Background: an optimization exercise with open tools, aiming at small area and a short achievable clock period. Do not read the settings as production practice.
At most, simulation tests tie the RTL to the original design; equivalence was not proved.
Power and IR drop assume default switching activity.

==> run B <==
## ternary_matmul_top
module ternary_matmul_top (
    input  logic       clk,
    input  logic       reset,
    input  logic [7:0] weights_in,
    input  logic [7:0] activations_in,
    input  logic       compute,
    output logic [7:0] result_out
);
==> module readout_queue, before the edit <==
module readout_queue (
    input  logic       clk,
    input  logic       reset,
    input  logic       compute,
    input  logic       clr,
    input  logic       clr_prev,
    input  logic       cap,
    input  logic       zero,
    input  ternary_pkg::acc_t [ternary_pkg::acc_count-1:0] acc_q,
    output logic [7:0] result_out
);
    localparam int N = ternary_pkg::acc_count;
    ternary_pkg::byte_t q [1:N-2];
    ternary_pkg::byte_t e [1:N-1];
    for (genvar n = 1; n < N; n++) begin : g_e
        if (n % 2 == 0) begin : g_head
            assign e[n] = cap ? (clr_prev ? 8'h00 : acc_q[n][15:8]) : q[n];
        end else if (n < N - 1) begin : g_tail
            assign e[n] = cap ? acc_q[n][15:8] : q[n];
        end else begin : g_last
            assign e[n] = cap ? acc_q[n][15:8] : q[n-1];
        end
    end
    always_ff @(posedge clk) begin
        for (int n = 1; n < N - 1; n++) begin
            q[n] <= e[n+1];
        end
    end
    always_ff @(posedge clk) begin
        if (reset) begin
            result_out <= '0;
        end else if (!compute) begin
            result_out <= clr ? 8'h00 : acc_q[1][15:8];
        end else begin
            result_out <= zero ? 8'h00 : e[1];
        end
    end
endmodule
Settings: LEC_CHECK=0, CAP_MARGIN=20, CORE_MARGIN=2, CORE_UTILIZATION=60, CTS_CLUSTER_DIAMETER=100, CTS_CLUSTER_SIZE=30, SLEW_MARGIN=20; clock period 14.0 ns.
standard.sh (not shown) runs the stock make flow with config.mk's settings and CLKGATE_MAP_FILE= SYNTH_SCRIPT=/design/flow/synth_recipe.tcl, a recipe that flattens the netlist after the stock synthesis.
==> flow/flow/run.sh <==
#!/bin/bash
# Own layout flow: the standard steps (standard.sh), except that
#  - synthesis leaves out Yosys's full-adder extraction (ADDER_MAP_FILE
#    empty) and maps with flow/abc_area.script, a delay-targeted ABC
#    mapping with area recovery, in place of ORFS's ABC script
#    (flow/synth.tcl swaps the script; the registers are unchanged);
#  - ports are buffered with buf_4 cells and timing repair aims for a
#    larger setup margin.
# Each step's full output goes to its own log file here.
set -euo pipefail
export MY_ABC_SCRIPT=$PWD/flow/abc_area.script
bash standard.sh ADDER_MAP_FILE= SYNTH_SCRIPT=$PWD/flow/synth.tcl synth > synth.log 2>&1
bash standard.sh SETUP_SLACK_MARGIN=10.1 "BUFFER_PORTS_ARGS=-buffer_cell sky130_fd_sc_hd__buf_4" finish > layout.log 2>&1
==> flow/flow/abc_area.script <==
strash
dc2
dch
map -D 2250
topo
stime
==> flow/flow/synth.tcl <==
# The standard flow's synthesis script with ABC's mapping script replaced by the one
# named in MY_ABC_SCRIPT; everything else, registers included, is as in
# the standard synthesis.
proc synth {args} { yosys synth -nofsm -noshare {*}$args }
proc my_abc_args {name1 name2 op} {
  set i [lsearch -exact $::abc_args -script]
  if {$i >= 0 && [lindex $::abc_args [expr {$i + 1}]] ne $::env(MY_ABC_SCRIPT)} {
    set ::abc_args [lreplace $::abc_args [expr {$i + 1}] [expr {$i + 1}] $::env(MY_ABC_SCRIPT)]
  }
}
trace add variable ::abc_args write my_abc_args
source $::env(SCRIPTS_DIR)/synth.tcl
# left out here: clear keep_hierarchy, flatten, clean up, hide names made inside functions, write 1_2_yosys.v
==> run Y (differences from run B) <==
--- a/flow/design.v
+++ b/flow/design.v
@@ -412,21 +412,20 @@
     output logic [7:0] result_out
 );
     localparam int N = ternary_pkg::acc_count;
-    ternary_pkg::byte_t q [1:N-2];
+    ternary_pkg::byte_t q [1:N-1];
     ternary_pkg::byte_t e [1:N-1];
     for (genvar n = 1; n < N; n++) begin : g_e
         if (n % 2 == 0) begin : g_head
             assign e[n] = cap ? (clr_prev ? 8'h00 : acc_q[n][15:8]) : q[n];
-        end else if (n < N - 1) begin : g_tail
+        end else begin : g_tail
             assign e[n] = cap ? acc_q[n][15:8] : q[n];
-        end else begin : g_last
-            assign e[n] = cap ? acc_q[n][15:8] : q[n-1];
         end
     end
     always_ff @(posedge clk) begin
         for (int n = 1; n < N - 1; n++) begin
             q[n] <= e[n+1];
         end
+        q[N-1] <= e[N-1];
     end
     always_ff @(posedge clk) begin
         if (reset) begin
--- a/flow/flow/run.sh
+++ b/flow/flow/run.sh
@@ -10,4 +10,4 @@
 set -euo pipefail
 export MY_ABC_SCRIPT=$PWD/flow/abc_area.script
 bash standard.sh ADDER_MAP_FILE= SYNTH_SCRIPT=$PWD/flow/synth.tcl synth > synth.log 2>&1
-bash standard.sh SETUP_SLACK_MARGIN=10.1 "BUFFER_PORTS_ARGS=-buffer_cell sky130_fd_sc_hd__buf_4" finish > layout.log 2>&1
+bash standard.sh SETUP_SLACK_MARGIN=10 "BUFFER_PORTS_ARGS=-buffer_cell sky130_fd_sc_hd__buf_4" finish > layout.log 2>&1
==> flow/flow/abc_area.script (replaced) <==
strash
dch
map -D 2000
topo
stime
--- a/flow/config.mk
+++ b/flow/config.mk
@@ -7,7 +7,7 @@
 export LEC_CHECK = 0
 export CAP_MARGIN = 20
 export CORE_MARGIN = 2
-export CORE_UTILIZATION = 60
+export CORE_UTILIZATION = 40
 export CTS_CLUSTER_DIAMETER = 100
 export CTS_CLUSTER_SIZE = 30
 export SLEW_MARGIN = 20
==> run C (differences from run B) <==
--- a/flow/flow/run.sh
+++ b/flow/flow/run.sh
@@ -10,4 +10,4 @@
 set -euo pipefail
 export MY_ABC_SCRIPT=$PWD/flow/abc_area.script
 bash standard.sh ADDER_MAP_FILE= SYNTH_SCRIPT=$PWD/flow/synth.tcl synth > synth.log 2>&1
-bash standard.sh SETUP_SLACK_MARGIN=10.1 "BUFFER_PORTS_ARGS=-buffer_cell sky130_fd_sc_hd__buf_4" finish > layout.log 2>&1
+bash standard.sh SETUP_SLACK_MARGIN=10 "BUFFER_PORTS_ARGS=-buffer_cell sky130_fd_sc_hd__buf_4" finish > layout.log 2>&1
--- a/flow/config.mk
+++ b/flow/config.mk
@@ -10,4 +10,5 @@
 export CORE_UTILIZATION = 60
 export CTS_CLUSTER_DIAMETER = 100
 export CTS_CLUSTER_SIZE = 30
+export PLACE_DENSITY = 0.75
 export SLEW_MARGIN = 20
==> run M (differences from run B) <==
--- a/flow/flow/run.sh
+++ b/flow/flow/run.sh
@@ -10,4 +10,4 @@
 set -euo pipefail
 export MY_ABC_SCRIPT=$PWD/flow/abc_area.script
 bash standard.sh ADDER_MAP_FILE= SYNTH_SCRIPT=$PWD/flow/synth.tcl synth > synth.log 2>&1
-bash standard.sh SETUP_SLACK_MARGIN=10.1 "BUFFER_PORTS_ARGS=-buffer_cell sky130_fd_sc_hd__buf_4" finish > layout.log 2>&1
+bash standard.sh SETUP_SLACK_MARGIN=10 "BUFFER_PORTS_ARGS=-buffer_cell sky130_fd_sc_hd__buf_4" finish > layout.log 2>&1
==> flow/flow/abc_area.script (replaced) <==
strash
dch
map -D 1750
topo
stime
--- a/flow/config.mk
+++ b/flow/config.mk
@@ -7,7 +7,7 @@
 export LEC_CHECK = 0
 export CAP_MARGIN = 20
 export CORE_MARGIN = 2
-export CORE_UTILIZATION = 60
+export CORE_UTILIZATION = 40
 export CTS_CLUSTER_DIAMETER = 100
 export CTS_CLUSTER_SIZE = 30
 export SLEW_MARGIN = 20
==> notes <==
- The lowest worst setup slack belongs to run Y, the highest to run B.
- In area after synthesis, run C and run B do not differ.
- Against run C, the non-clock buffer count of run B is higher by 3.
- Of run Y and run C, run Y has the higher count of clock-buffer cells in the layout (gap 4).
- Clock skew, highest first: run Y, run M, run B, run C.
- The highest via count belongs to run M, the lowest to run B.
- Against run B, the register-to-register slack of run M is lower by 0.02 ns.
==> figures <==
item                                                                                              run C                           run Y                           run M                           run B
Result of the run                                                               complete, no violations         complete, no violations         complete, no violations         complete, no violations
Seq group                                                                                       2.20 mW                         2.23 mW                         2.21 mW                         2.20 mW
Arrival time at the worst endpoint                                                              4.27 ns                         1.03 ns                         1.03 ns                         1.01 ns
Critical Path Sink Type                                                                       flip-flop                     output port                     output port                     output port
Area of all placed cells without fillers                                                     21,500 um2                      22,200 um2                      23,400 um2                      21,600 um2
Maximum number of pins on one net before global-route repair                                        140                             160                              89                              81
Switching share of power                                                                          28.9%                           29.5%                           30.5%                           29.1%
Min-delay src                                                            u_mac_array.acc_q[114]$_DFF_P_  u_mac_array.acc_q[243]$_DFF_P_  u_mac_array.acc_q[245]$_DFF_P_  u_mac_array.acc_q[212]$_DFF_P_
Weighted congestion reported at the end of routability-driven placement                           0.836                           0.831                           0.810                           0.843
Vias post-DR                                                                                     14,700                          15,300                          17,600                          14,700
Minimum setup slack in the final design                                                        10.18 ns                        10.17 ns                        10.17 ns                        10.19 ns
Sequential cell area fraction in the yosys report                                                 56.1%                           54.7%                           51.7%                           56.1%
Final Non-Filler Cells                                                                            2,829                           3,157                           3,480                           2,831
Core box area                                                                                32,500 um2                      50,200 um2                      53,500 um2                      32,500 um2
Post-Route Utilization                                                                            66.0%                           44.2%                           43.8%                           66.5%
Vertical extent of the die                                                                       186 um                          230 um                          236 um                          186 um

* * *

==> inputs of run a <==
ternary_matmul_top again, from the RTL that the note above started with.
==> module mac_array, before the edit <==
module mac_array (
    input  logic                   clk,
    input  logic                   clr_head,
    input  logic [9:0]             row_pos,
    input  logic [9:0]             row_neg,
    input  logic [7:0]             act,
    output ternary_pkg::acc_t [ternary_pkg::acc_count-1:0] acc_q
);
    for (genvar r = 0; r < ternary_pkg::array_rows; r++) begin : g_row
        logic [15:0] h, sum;
        logic [7:0]  t;
        logic [8:0]  c;
        logic [8:0]  ones, zeros;
        logic        inc, dec;
        assign h = clr_head ? 16'h0000 : acc_q[2*r];
        assign t    = ({8{row_pos[r]}} & act) | ({8{row_neg[r]}} & ~act);
        assign c[0] = row_neg[r];
        for (genvar i = 0; i < 8; i++) begin : g_lo
            assign sum[i]  = h[i] ^ t[i] ^ c[i];
            assign c[i+1]  = (h[i] & t[i]) | (c[i] & (h[i] ^ t[i]));
        end
        assign inc = c[8] & !t[7];
        assign dec = !c[8] & t[7];
        assign ones[0]  = 1'b1;
        assign zeros[0] = 1'b1;
        for (genvar i = 0; i < 8; i++) begin : g_hi
            assign ones[i+1]  = ones[i] & h[8+i];
            assign zeros[i+1] = zeros[i] & !h[8+i];
            assign sum[8+i]   = h[8+i] ^ ((inc & ones[i]) | (dec & zeros[i]));
        end
        always_ff @(posedge clk) begin
            acc_q[2*r]   <= acc_q[2*r+1];
            acc_q[2*r+1] <= sum;
        end
    end
endmodule
==> flow/config.mk <==
export PLATFORM = sky130hd
export DESIGN_NAME = ternary_matmul_top
export DESIGN_NICKNAME = ternary_matmul_top
export VERILOG_FILES = /design/flow/design.v
export SDC_FILE = /design/flow/constraint.sdc
export NUM_CORES = 4
export LEC_CHECK = 0
export CAP_MARGIN = 20
export CORE_MARGIN = 2
export CORE_UTILIZATION = 60
export CTS_BUF_LIST = sky130_fd_sc_hd__clkbuf_8 sky130_fd_sc_hd__clkbuf_16
export CTS_CLUSTER_DIAMETER = 100
export CTS_CLUSTER_SIZE = 30
export SLEW_MARGIN = 20
==> flow/constraint.sdc <==
create_clock -name core_clock -period 14.0 [get_ports {clk}]
set_input_delay 2.8000 -clock core_clock [delete_from_list [all_inputs] [get_ports {clk}]]
set_output_delay 2.8000 -clock core_clock [all_outputs]
set_load 0.01 [all_outputs]
==> flow/flow/run.sh <==
#!/bin/bash
# Own layout flow: the standard steps (standard.sh), except that
#  - synthesis leaves out Yosys's full-adder extraction (ADDER_MAP_FILE
#    empty) and maps with flow/abc_area.script, a delay-targeted ABC
#    mapping with area recovery, in place of ORFS's ABC script
#    (flow/synth.tcl swaps the script; the registers are unchanged);
#  - ports are buffered with buf_4 cells and timing repair aims for a
#    larger setup margin.
# Each step's full output goes to its own log file here.
set -euo pipefail
export MY_ABC_SCRIPT=$PWD/flow/abc_area.script
bash standard.sh ADDER_MAP_FILE= SYNTH_SCRIPT=$PWD/flow/synth.tcl synth > synth.log 2>&1
bash standard.sh SETUP_SLACK_MARGIN=10 "BUFFER_PORTS_ARGS=-buffer_cell sky130_fd_sc_hd__buf_4" finish > layout.log 2>&1
==> flow/flow/abc_area.script <==
strash
dc2
dch
map -D 2250
topo
stime
Scripts as last shown in full above: flow/flow/synth.tcl
==> inputs of run b, as changes to run a <==
--- a/flow/design.v
+++ b/flow/design.v
@@ -372,4 +372,6 @@
     output ternary_pkg::acc_t [ternary_pkg::acc_count-1:0] acc_q
 );
+    ternary_pkg::acc_t [ternary_pkg::acc_count-1:0] acc_n;
+    assign acc_q = ~acc_n;
     for (genvar r = 0; r < ternary_pkg::array_rows; r++) begin : g_row
         logic [15:0] h, sum;
@@ -378,5 +380,5 @@
         logic [8:0]  ones, zeros;
         logic        inc, dec;
-        assign h = clr_head ? 16'h0000 : acc_q[2*r];
+        assign h = clr_head ? 16'h0000 : ~acc_n[2*r];
         assign t    = ({8{row_pos[r]}} & act) | ({8{row_neg[r]}} & ~act);
         assign c[0] = row_neg[r];
@@ -395,6 +397,6 @@
         end
         always_ff @(posedge clk) begin
-            acc_q[2*r]   <= acc_q[2*r+1];
-            acc_q[2*r+1] <= sum;
+            acc_n[2*r]   <= acc_n[2*r+1];
+            acc_n[2*r+1] <= ~sum;
         end
     end
--- a/flow/config.mk
+++ b/flow/config.mk
@@ -9,5 +9,4 @@
 export CORE_MARGIN = 2
 export CORE_UTILIZATION = 60
-export CTS_BUF_LIST = sky130_fd_sc_hd__clkbuf_8 sky130_fd_sc_hd__clkbuf_16
 export CTS_CLUSTER_DIAMETER = 100
 export CTS_CLUSTER_SIZE = 30
==> inputs of run c, as changes to run a <==
==> flow/flow/abc_area.script (replaced) <==
strash
dch
map -D 2000
topo
stime
--- a/flow/config.mk
+++ b/flow/config.mk
@@ -8,7 +8,6 @@
 export CAP_MARGIN = 20
 export CORE_MARGIN = 2
-export CORE_UTILIZATION = 60
-export CTS_BUF_LIST = sky130_fd_sc_hd__clkbuf_8 sky130_fd_sc_hd__clkbuf_16
+export CORE_UTILIZATION = 40
 export CTS_CLUSTER_DIAMETER = 100
-export CTS_CLUSTER_SIZE = 30
+export CTS_CLUSTER_SIZE = 20
 export SLEW_MARGIN = 20
==> out/qor.csv <==
metric,value,unit
outcome,timing/DRC/antenna clean,
whs_endpoint,u_mac_array.acc_q[196]$_DFF_P_,
cts_setup_buffers,1,
powerSeq,0.00219,W
synth_fa_ha_area_share,0,%
fin_util,66.1,%
num_tap_cells,442,
instances_no_fill,2827,
the above is filed under run a

==> out/qor.csv <==
metric,value,unit
outcome,timing/DRC/antenna clean,
grt_pass1_wl,59.7,mm
cts.htree.levels,1,
powerSeq,0.00219,W
instances_no_fill,2760,
place_ws,8.64,ns
grt_usage,20.9,%
synth_top_family_by_area,simple AND/OR/NAND/NOR gates,
timing.rr.end,u_input_stager.row_neg[1]$_DFFE_PN_,
power_frac_seq,61.4,%
synth-simple-area-share,17.8,%
cts_setup_buffers,2,
synth-main-ff-cell,dfxtp_1,
fin_util,66.3,%
num_tap_cells,442,
comb_cell_power,0.000614,W
the above is filed under run b

==> out/qor.csv <==
metric,value,unit
hold_violations,0,
cts_buffers,30,
fin_util,44.6,%
grt_usage,15.6,%
die_w,230,um
finalMaxSlewViolations,0,
outcome,timing/DRC/antenna clean,
num_tap_cells,672,
netlist.area_leader.share,49.4,%
whs_endpoint,u_mac_array.acc_q[132]$_DFF_P_,
powerSeq,0.00223,W
instances_no_fill,3167,
synth_fa_ha_area_share,0,%
path_clk_slew,0.08,ns
the above is filed under run c

For run b, only the layout was checked, not whether the RTL still works.

* * *

==> v1: inputs <==
RTL: one of the versions met above, not the one the previous note started from.
==> module mac_array, before the edit <==
module mac_array (
    input  logic                   clk,
    input  logic                   clr_head,
    input  logic [9:0]             row_pos,
    input  logic [9:0]             row_neg,
    input  logic [7:0]             act,
    output ternary_pkg::acc_t [ternary_pkg::acc_count-1:0] acc_q
);
    ternary_pkg::acc_t [ternary_pkg::acc_count-1:0] acc_n;
    assign acc_q = ~acc_n;
    for (genvar r = 0; r < ternary_pkg::array_rows; r++) begin : g_row
        logic [15:0] h, sum;
        logic [7:0]  t;
        logic [8:0]  c;
        logic [8:0]  ones, zeros;
        logic        inc, dec;
        assign h = clr_head ? 16'h0000 : ~acc_n[2*r];
        assign t    = ({8{row_pos[r]}} & act) | ({8{row_neg[r]}} & ~act);
        assign c[0] = row_neg[r];
        for (genvar i = 0; i < 8; i++) begin : g_lo
            assign sum[i]  = h[i] ^ t[i] ^ c[i];
            assign c[i+1]  = (h[i] & t[i]) | (c[i] & (h[i] ^ t[i]));
        end
        assign inc = c[8] & !t[7];
        assign dec = !c[8] & t[7];
        assign ones[0]  = 1'b1;
        assign zeros[0] = 1'b1;
        for (genvar i = 0; i < 8; i++) begin : g_hi
            assign ones[i+1]  = ones[i] & h[8+i];
            assign zeros[i+1] = zeros[i] & !h[8+i];
            assign sum[8+i]   = h[8+i] ^ ((inc & ones[i]) | (dec & zeros[i]));
        end
        always_ff @(posedge clk) begin
            acc_n[2*r]   <= acc_n[2*r+1];
            acc_n[2*r+1] <= ~sum;
        end
    end
endmodule
Settings: LEC_CHECK=0, CAP_MARGIN=20, CORE_MARGIN=2, CORE_UTILIZATION=60, CTS_CLUSTER_DIAMETER=100, CTS_CLUSTER_SIZE=30, SLEW_MARGIN=20; clock period 14.0 ns.
==> flow/flow/abc_area.script <==
strash
dc2
dch
map -D 2500
topo
stime
Scripts as last shown in full above: flow/flow/run.sh, flow/flow/synth.tcl
==> v31: changes against v1 <==
--- a/flow/design.v
+++ b/flow/design.v
@@ -372,6 +372,4 @@
     output ternary_pkg::acc_t [ternary_pkg::acc_count-1:0] acc_q
 );
-    ternary_pkg::acc_t [ternary_pkg::acc_count-1:0] acc_n;
-    assign acc_q = ~acc_n;
     for (genvar r = 0; r < ternary_pkg::array_rows; r++) begin : g_row
         logic [15:0] h, sum;
@@ -380,5 +378,5 @@
         logic [8:0]  ones, zeros;
         logic        inc, dec;
-        assign h = clr_head ? 16'h0000 : ~acc_n[2*r];
+        assign h = clr_head ? 16'h0000 : acc_q[2*r];
         assign t    = ({8{row_pos[r]}} & act) | ({8{row_neg[r]}} & ~act);
         assign c[0] = row_neg[r];
@@ -397,6 +395,6 @@
         end
         always_ff @(posedge clk) begin
-            acc_n[2*r]   <= acc_n[2*r+1];
-            acc_n[2*r+1] <= ~sum;
+            acc_q[2*r]   <= acc_q[2*r+1];
+            acc_q[2*r+1] <= sum;
         end
     end
Settings changed: CORE_UTILIZATION 60 to 40.
==> comparison table <==
quantity                                                                                         v31                             v1
Outcome                                                                      complete, no violations        complete, no violations
Cell Int Power                                                                             0.00256 W                      0.00259 W
Final critical-path required period                                                          3.84 ns                        3.81 ns
Grt met2 use                                                                                   25.4%                          38.8%
Crit path max-delay cell type                                               sky130_fd_sc_hd__dfxtp_1       sky130_fd_sc_hd__dfxtp_4
Power density relative to cell area                                                      165 nW/um^2                    165 nW/um^2
Count of clock-net buffers in the final layout                                                    28                             30
Transition at the pin with the smallest max-transition slack                                0.913 ns                       0.963 ns
Number of well taps                                                                              664                            402
Share of the clock period used by the worst path                                               27.4%                          27.2%
Ratio of cells with drive above 1 in the final layout                                          6.46%                          13.6%
Area enclosed by the die boundary                                                        51400 sq um                    33700 sq um
Hold Worst Slack                                                                            0.330 ns                       0.325 ns
Number of cell instances on the worst register-to-register path                                   21                             17
Worst R2R End                                                    u_input_stager.row_neg[1]$_DFFE_PN_  u_mac_array.acc_n[31]$_DFF_P_
Number of global-route vias before repair                                                      13800                          13000
Area taken by flip-flops and latches                                                     11100 sq um                    11200 sq um
Area share of fa/ha/maj cells after synthesis                                                     0%                          2.12%
Only the layout flow was run in v1; the RTL was not checked for function there.

[separate check: timing with driven ports]
How much do the figures lean on ideal ports? The routed layouts below were timed once more, with nothing changed but the port constraints. Step 1 assumes that a clkbuf_16 drives the clock port and a buf_2 every other input. Step 2 also shifts input and output timing later by t, the mid clock arrival at the registers, as if the neighbouring blocks saw the same clock. Three values: ideal, step 1, step 2; two values: the first two.
run	shift t [ns]	slack for setup (ns)	worst setup path after step 2
run B of note 1	0.589	10.191 / 10.137 / 9.747	input to register
run Y of note 1	0.607	10.166 / 10.116 / 9.601	input to register
run C of note 1	0.584	10.183 / 10.135 / 9.626	input to register
run M of note 1	0.625	10.174 / 10.116 / 9.685	input to register
run a of note 2	0.589	10.203 / 10.150 / 9.736	input to register
run b of note 2	0.599	10.184 / 10.131 / 9.754	input to register
run c of note 2	0.652	10.123 / 10.072 / 9.630	input to register
v1	0.598	10.194 / 10.154 / 9.674	input to register
v31	0.601	10.162 / 10.108 / 9.674	input to register
After both steps every run listed still meets setup and hold. The setup slack of run Y of note 1, which loses most, moves by -0.050 ns with the drivers and by -0.565 ns with both steps.
